From an optimization exercise on the open Yosys and OpenROAD flow, aimed at small area, a short achievable clock period and few clock cycles per item; shortcuts taken in it are not production practice. Only simulation tests tie the RTL to the original design; equivalence was not proved. Power is estimated from default activity; no workload was simulated.

Setup of job 104:
==> flow/design.v (excerpt) <==
module signed_int_alu_div_mod_core (
    input  logic        i_clk,
    input  logic        i_rst_n,
    input  logic        i_valid,
    output logic        o_ready,
    input  logic [2:0]  i_command,
    input  logic [31:0] i_operand_a,
    input  logic [31:0] i_operand_b,
    output logic        o_valid,
    input  logic        i_ready,
    output logic [31:0] o_result,
    output logic        o_status
);
    logic        r_ov, r_sv, r_rdy;
    logic [32:0] r_od, r_oh, r_sd;
    logic [4:0]  r_cnt;
    logic        w_rec, w_push, w_end_v, w_st;
    logic [31:0] w_res;
    logic        w_cmul, w_cdv, w_csub, w_cnone, w_cdiv, w_crem;
    assign w_cmul  = (i_command == 3'd3);
    assign w_cdiv  = (i_command == 3'd2);
    assign w_crem  = (i_command == 3'd4);
    assign w_cdv   = w_cdiv | w_crem;
    assign w_csub  = (i_command == 3'd1);
    assign w_cnone = i_command[2] & (i_command[1] | i_command[0]);
    logic [31:0] w_ora, w_orb, w_d0, w_n0;
    logic        w_na, w_nb, w_negb, w_neg0;
    logic [1:0]  w_t0;
    assign w_ora[0] = 1'b0;
    assign w_orb[0] = 1'b0;
    genvar gi;
    generate for (gi = 1; gi < 32; gi = gi + 1) begin : g_or
        assign w_ora[gi] = |i_operand_a[gi-1:0];
        assign w_orb[gi] = |i_operand_b[gi-1:0];
    end endgenerate
    assign w_na   = i_operand_a[31];
    assign w_nb   = i_operand_b[31];
    assign w_negb = w_csub | (w_cdv & !w_nb);
    assign w_d0   = w_cmul ? (i_operand_a ^ ~w_ora) : (w_cnone ? 32'd0 : (i_operand_b ^ (w_orb & {32{w_negb}})));
    assign w_n0   = w_cmul ? i_operand_b : w_cnone ? 32'd0 : (i_operand_a ^ (w_ora & {32{w_cdv & w_na}}));
    assign w_neg0 = (w_cdiv & (w_na ^ w_nb)) | (w_crem & w_na);
    assign w_t0   = w_cmul ? 2'd1 : w_cdiv ? 2'd2 : w_crem ? 2'd3 : 2'd0;
    logic        r_v0, r_g0;
    logic [1:0]  r_t0;
    logic [31:0] r_d0, r_n0;
    always_ff @(posedge i_clk) begin
        if (!i_rst_n) r_v0 <= 1'b0;
        else r_v0 <= w_rec ? w_end_v : (i_valid && r_rdy);
        r_t0 <= w_rec ? {w_st, 1'b0} : w_t0;
        r_g0 <= w_rec ? 1'b0 : w_neg0;
        r_d0 <= w_rec ? w_res : w_d0;
        r_n0 <= w_rec ? 32'd0 : w_n0;
    end
    logic w_m1, w_dv1, w_as1;
    assign w_m1  = !r_t0[1] & r_t0[0];
    assign w_dv1 = r_t0[1];
    assign w_as1 = !r_t0[1] & !r_t0[0];
  ...
==> flow/config.mk <==
export PLATFORM = sky130hd
export DESIGN_NAME = signed_int_alu_div_mod_core
export DESIGN_NICKNAME = signed_int_alu_div_mod_core
export VERILOG_FILES = /design/flow/design.v
export SDC_FILE = /design/flow/constraint.sdc
export NUM_CORES = 4
export LEC_CHECK = 0
export ABC_AREA = 1
export CAP_MARGIN = 20
export CORE_MARGIN = 2
export CORE_UTILIZATION = 40
export CTS_CLUSTER_DIAMETER = 120
export CTS_CLUSTER_SIZE = 26
export SLEW_MARGIN = 20
export DONT_USE_CELLS += sky130_fd_sc_hd__clkdlybuf4s15_1 sky130_fd_sc_hd__clkdlybuf4s15_2 sky130_fd_sc_hd__clkdlybuf4s18_1 sky130_fd_sc_hd__clkdlybuf4s18_2 sky130_fd_sc_hd__clkdlybuf4s25_1 sky130_fd_sc_hd__clkdlybuf4s25_2 sky130_fd_sc_hd__clkdlybuf4s50_1 sky130_fd_sc_hd__clkdlybuf4s50_2 sky130_fd_sc_hd__dlygate4sd1_1 sky130_fd_sc_hd__dlygate4sd2_1 sky130_fd_sc_hd__dlygate4sd3_1 sky130_fd_sc_hd__dlymetal6s2s_1 sky130_fd_sc_hd__dlymetal6s4s_1 sky130_fd_sc_hd__dlymetal6s6s_1
export SETUP_SLACK_MARGIN = 6.8
==> flow/constraint.sdc <==
create_clock -name core_clock -period 10.0 [get_ports {i_clk}]
set_input_delay 2.0000 -clock core_clock [delete_from_list [all_inputs] [get_ports {i_clk}]]
set_output_delay 2.0000 -clock core_clock [all_outputs]
set_load 0.01 [all_outputs]
standard.sh (not shown) runs the stock make flow with config.mk's settings and CLKGATE_MAP_FILE= SYNTH_SCRIPT=/design/flow/synth_recipe.tcl, a recipe that flattens the netlist after the stock synthesis.
==> flow/flow/run.sh <==
#!/bin/bash
set -euo pipefail
bash standard.sh synth > standard_synth.log 2>&1
cat >> config.mk <<'EOM'
export DONT_USE_CELLS += sky130_fd_sc_hd__clkdlybuf4s15_1 sky130_fd_sc_hd__clkdlybuf4s15_2 sky130_fd_sc_hd__clkdlybuf4s18_1 sky130_fd_sc_hd__clkdlybuf4s18_2 sky130_fd_sc_hd__clkdlybuf4s25_1 sky130_fd_sc_hd__clkdlybuf4s25_2 sky130_fd_sc_hd__clkdlybuf4s50_1 sky130_fd_sc_hd__clkdlybuf4s50_2 sky130_fd_sc_hd__dlygate4sd1_1 sky130_fd_sc_hd__dlygate4sd2_1 sky130_fd_sc_hd__dlygate4sd3_1 sky130_fd_sc_hd__dlymetal6s2s_1 sky130_fd_sc_hd__dlymetal6s4s_1 sky130_fd_sc_hd__dlymetal6s6s_1
EOM
bash standard.sh place > standard_place.log 2>&1
echo "export SETUP_SLACK_MARGIN = ${FLOW_MARGIN_NS:-6.8}" >> config.mk
bash standard.sh finish > standard_finish.log 2>&1
Testbench counts of job 104, summed over its fixed seeds: cycles 24,232, items 24,000.
The inputs of job 103 differ from those of job 104 as listed below.
--- a/flow/config.mk
+++ b/flow/config.mk
@@ -13,2 +13,3 @@
 export CTS_CLUSTER_SIZE = 26
+export PLACE_DENSITY = 0.8
 export SLEW_MARGIN = 20
==> comparison <==
- Between job 104 and job 103, sequential share of power increased.
- Setup slack: job 103 more than job 104
- Job 104 -> job 103: die outline width delta 0, exact match
- Final cell count of job 104 is on par with job 103.
- Switching power in job 103 is about 3% lower than in job 104
- Changes observed in job 103 relative to job 104: number of violations of the max-capacitance limit level; maximum operating frequency level; utilization level; total routing usage reported by global routing moved down; internal power of the cells moved down.

-- separate check: timing with driven ports --
No port has a modelled driver above. Below, the same layouts with a new extraction and two added sets of constraints.
Step 1: set_driving_cell puts a clkbuf_16 on i_clk and a buf_2 on each other input, an assumption about the parent block.
Step 2 times the ports against the registers' clock, not the clock port: input delays grow and output delays shrink by t, the midpoint of the rising clock arrivals with the driver on.
Slacks: ideal / step 1 / step 2; pairs: ideal / step 1.
run	shift t [ns]	setup slack, ns	worst setup path after step 2	latest minus earliest clock arrival (ns)	pins driven straight from the clock port
job 104	0.881	6.701 / 6.616 / 6.030	input to register	0.073 / 0.074	1
job 103	0.871	6.706 / 6.621 / 6.059	input to register	0.077 / 0.077	1
After both steps every run listed still meets setup and hold. For job 104, which loses most, drivers alone change the setup slack by -0.085 ns; drivers and shift together by -0.671 ns.
